Background: an optimization exercise with open tools, aiming at small area. Do not read the settings as production practice.
In this exercise RTL edits were held to simulation tests only and were not proved equivalent to the original.
Power figures rest on the tool's default switching activity, not on a simulated workload.

## the baseline
==> flow/design.v (excerpt) <==
module tile_ws_grid
#(
  parameter int unsigned ROWS    = 4,
  parameter int unsigned COLS    = 4,
  parameter int unsigned A_W     = tile_ws_grid_pkg::TILE_A_W,
  parameter int unsigned B_W     = tile_ws_grid_pkg::TILE_B_W,
  parameter int unsigned D_W     = tile_ws_grid_pkg::TILE_D_W,
  parameter int unsigned SHIFT_W = tile_ws_grid_pkg::TILE_SHIFT_W,
  parameter int unsigned CY_W    = tile_ws_grid_pkg::TILE_CY_W
) (
  input  logic                    clock,
  input  logic                    reset,
  input  logic [ROWS*A_W-1:0]     io_in_a,
  input  logic [COLS*B_W-1:0]     io_in_b,
  input  logic [COLS-1:0]         io_in_b_shift,
  input  logic [COLS*D_W-1:0]     io_in_d,
  input  logic [COLS-1:0]         io_in_control_propagate,
  input  logic [COLS*SHIFT_W-1:0] io_in_control_shift,
  input  logic [COLS-1:0]         io_in_valid,
  output logic [ROWS*A_W-1:0]     io_out_a,
  output logic [COLS*B_W-1:0]     io_out_b,
  output logic [COLS*D_W-1:0]     io_out_c,
  output logic [COLS-1:0]         io_out_control_propagate,
  output logic [COLS*SHIFT_W-1:0] io_out_control_shift,
  output logic [COLS-1:0]         io_out_valid
);
For scale: roughly 530 I/O pins.
export LEC_CHECK = 0
export ABC_AREA = 1
export CAP_MARGIN = 20
export CORE_MARGIN = 2
export CORE_UTILIZATION = 45
export PLACE_DENSITY = 0.6
export SLEW_MARGIN = 20
create_clock -name core_clock -period 11.0 [get_ports {clock}]
standard.sh (not shown) runs the stock make flow with config.mk's settings and CLKGATE_MAP_FILE= SYNTH_SCRIPT=/design/flow/synth_recipe.tcl, a recipe that flattens the netlist after the stock synthesis.
==> flow/flow/run.sh <==
#!/bin/bash
# The standard layout (standard.sh, the standard flow's own ORFS run) with two changes:
#  - synthesis skips the ABC pass inside Yosys's generic synth script (SYNTH_ARGS=-noabc),
#    so the full adders written in the RTL reach extract_fa as written instead of being
#    re-expressed with inverted signals first; registers are mapped exactly as before;
#  - every port still gets its buffer, but the smallest one (buf_1) rather than the
#    delay buffer buffer_ports picks by default.
# The whole make output goes to flow_make.log in the work folder; ORFS keeps each
# step's own log under orfs/logs/.
set -euo pipefail
bash standard.sh \
  SYNTH_ARGS=-noabc \
  "BUFFER_PORTS_ARGS=-buffer_cell sky130_fd_sc_hd__buf_1" \
  finish > flow_make.log 2>&1
test -s out/final.def
Edits applied to the flow inputs when going from the baseline to the candidate:
==> flow/run.sh (new file) <==
#!/bin/bash
# synth_recipe.tcl (not shown) runs the flow's synth.tcl, then flattens the netlist and writes it again
# the make line also repeats each setting of config.mk as NAME=value (left out here)
make -C /OpenROAD-flow-scripts/flow DESIGN_CONFIG=/design/flow/config.mk WORK_HOME=/design/flow/orfs CLKGATE_MAP_FILE= SYNTH_SCRIPT=/design/flow/synth_recipe.tcl finish
removed: flow/flow/run.sh
removed: flow/standard.sh
==> results.txt <==
The well-tap cell count of the candidate exceeds that of the baseline by 36.
Against the baseline, the final cell area of the candidate is higher.
The candidate: synthesized cell count higher than the baseline
Routed wire length ended up 16,000 µm higher on the candidate than on the baseline.
Against the baseline as the reference, the candidate delivers a higher number of ordinary inverters in the final layout.
Sort the baseline and the candidate by number of instances in the placed design, ascending, and the baseline comes first.
The candidate vs the baseline: final clock period utilization by the worst path up
Looking at sequential power across the baseline and the candidate, the one that comes out lower is the candidate.
Area of combinational cells with multiple inputs: the candidate vs the baseline — no meaningful difference
Taking the baseline as the reference, in the candidate part of the power in registers lost 1.1 points; final RePlAce weighted congestion picked up an extra 1.5%.


v16:
tile_ws_grid again, from the RTL that the note above started with.
==> flow/config.mk <==
export PLATFORM = sky130hd
export DESIGN_NAME = tile_ws_grid
export DESIGN_NICKNAME = tile_ws_grid
export VERILOG_FILES = /design/flow/design.v
export SDC_FILE = /design/flow/constraint.sdc
export NUM_CORES = 4
export LEC_CHECK = 0
export ABC_AREA = 1
export CAP_MARGIN = 20
export CORE_MARGIN = 2
export CORE_UTILIZATION = 45
export PLACE_DENSITY = 0.6
export SLEW_MARGIN = 20
==> flow/constraint.sdc <==
create_clock -name core_clock -period 11.0 [get_ports {clock}]
set_input_delay 2.2000 -clock core_clock [delete_from_list [all_inputs] [get_ports {clock}]]
set_output_delay 2.2000 -clock core_clock [all_outputs]
set_load 0.01 [all_outputs]
==> flow/flow/run.sh <==
#!/bin/bash
# The standard layout (standard.sh, the standard flow's own ORFS run) with these changes:
#  - synthesis skips the ABC pass inside Yosys's generic synth script (SYNTH_ARGS=-noabc),
#    so the full adders written in the RTL reach extract_fa as written; registers are
#    mapped exactly as in the standard synthesis;
#  - after synthesis, remap.tcl re-maps only the plain gates of that netlist with the
#    area-oriented ABC script remap.abc (registers, adders and tie cells untouched), and the
#    flow continues from that netlist;
#  - clock tree synthesis runs with ORFS's usual arguments plus -dont_use_dummy_load (no
#    extra dummy loads to balance the tree) and larger sink clusters (25 sinks, 100 um);
#  - every port still gets its buffer, but the smallest one (buf_1) rather than the
#    delay buffer buffer_ports picks by default.
# Logs: flow_synth.log, flow_remap.log, flow_layout.log in the work folder, and ORFS's own
# per-step logs under orfs/logs/.
set -euo pipefail
ARGS=(SYNTH_ARGS=-noabc "BUFFER_PORTS_ARGS=-buffer_cell sky130_fd_sc_hd__buf_1"
  "CTS_ARGS=-sink_clustering_enable -repair_clock_nets -dont_use_dummy_load -sink_clustering_size 25 -sink_clustering_max_diameter 100")
RES=orfs/results/${FLOW_PLATFORM}/tile_ws_grid/base
bash standard.sh "${ARGS[@]}" synth > flow_synth.log 2>&1
cp "$RES/1_2_yosys.v" "$RES/1_2_yosys.standard.v"
IN="$RES/1_2_yosys.standard.v" OUT="$RES/1_2_yosys.v" TOP="$FLOW_TOP" \
  LIB="$FLOW_HOME/platforms/sky130hd/lib/sky130_fd_sc_hd__tt_025C_1v80.lib" \
  SCRIPT="$PWD/flow/remap.abc" \
  yosys -c flow/remap.tcl > flow_remap.log 2>&1
rm -f "$RES/1_synth.odb" "$RES/1_synth.sdc"
bash standard.sh "${ARGS[@]}" finish > flow_layout.log 2>&1
test -s out/final.def
Other scripts of this flow, unchanged in this note and not shown: flow/flow/remap.abc, flow/flow/remap.tcl
## Diff of input files: v23 against v16
Settings: an added CTS_BUF_LIST of sky130_fd_sc_hd__clkbuf_4 sky130_fd_sc_hd__clkbuf_8.
diff --git a/flow/flow/run.sh b/flow/flow/run.sh
--- a/flow/flow/run.sh
+++ b/flow/flow/run.sh
@@ -8,4 +8,2 @@
 #    flow continues from that netlist;
-#  - clock tree synthesis runs with ORFS's usual arguments plus -dont_use_dummy_load (no
-#    extra dummy loads to balance the tree) and larger sink clusters (25 sinks, 100 um);
 #  - every port still gets its buffer, but the smallest one (buf_1) rather than the
@@ -15,4 +13,3 @@
 set -euo pipefail
-ARGS=(SYNTH_ARGS=-noabc "BUFFER_PORTS_ARGS=-buffer_cell sky130_fd_sc_hd__buf_1"
-  "CTS_ARGS=-sink_clustering_enable -repair_clock_nets -dont_use_dummy_load -sink_clustering_size 25 -sink_clustering_max_diameter 100")
+ARGS=(SYNTH_ARGS=-noabc "BUFFER_PORTS_ARGS=-buffer_cell sky130_fd_sc_hd__buf_1")
 RES=orfs/results/${FLOW_PLATFORM}/tile_ws_grid/base
==> comparison <==
On standby leakage power: between v23 and v16, it ends up higher for v23. On part of the cycle the worst path needs, v23 and v16 are neck and neck. Compared with v16, v23 shows a routed length per instance that is 0.91% lower. Taking v16 as the reference, in v23 first-iteration detailed-routing DRC count now sits higher, non-clock buffer count now sits at about the same level, wire length of the first global-routing pass now sits higher, total of cells resized after clock tree synthesis now sits higher.
Relative to v23, the following input files were edited for v44:
Settings: CTS_BUF_LIST no longer set, was sky130_fd_sc_hd__clkbuf_4 sky130_fd_sc_hd__clkbuf_8.
Notes after the runs:
- Against v23, v44 reports a portion of total power attributed to combinational logic that is lower.
- v44 and v23 ended up with nearly the same clock buffer and inverter area fraction after layout.
- v44 reports a lower required time at the worst-slack endpoint than v23 does.
- v44 finished every step from synthesis to the final layout, and the layout passed the timing, DRC and antenna checks.
- Looking at v44 and v23, the utilization is a wash.
- Changes observed in v44 relative to v23: relative contribution of the clock network to total power up 0.4 points, met3 track demand over resource flat.
- Setup slack after layout: v44 vs v23 — no meaningful difference
- Status: portion of the clock cycle consumed by the worst path in the final layout parity (v44, v23)
- v44 against v23: aggregate global-route resource usage dropped 0.15 points; sequential cell area share barely changed.

## what the ideal ports hide
Ports are ideal in the flow. The routed layouts listed here were re-timed in OpenROAD. Step 1 assumes that a clkbuf_16 drives the clock port and a buf_2 every other input. Step 2 adds t to the input delays and takes it off the output delays; t is the mean of the earliest and latest rising clock arrival at the registers after step 1. Input paths then give back, and output paths get back, about the clock's delay inside the block. a / b / c = ideal / step 1 / step 2; a / b = the first two.
| run | t (ns) | slack for setup (ns) | hold WS [ns] | worst setup path after step 2 |
|---|---|---|---|---|
| the baseline | 0.936 | 0.847 / 0.847 / 0.315 | 0.321 / 0.321 / 0.321 | input to register |
| the candidate | 0.928 | 0.675 / 0.752 / -0.176 | 0.320 / 0.320 / 0.320 | input to register |
| v16 | 0.826 | 0.440 / 0.440 / -0.310 | 0.288 / 0.288 / 0.288 | input to register |
| v23 | 1.115 | 0.439 / 0.439 / -0.456 | 0.323 / 0.323 / 0.323 | input to register |
| v44 | 0.911 | 0.440 / 0.498 / -0.400 | 0.320 / 0.320 / 0.320 | input to register |
With both steps, setup timing fails in the candidate, v16, v23 and v44, where it was met with ideal ports. The setup slack of v23, which loses most, moves by 0.000 ns with the drivers and by -0.895 ns with both steps.
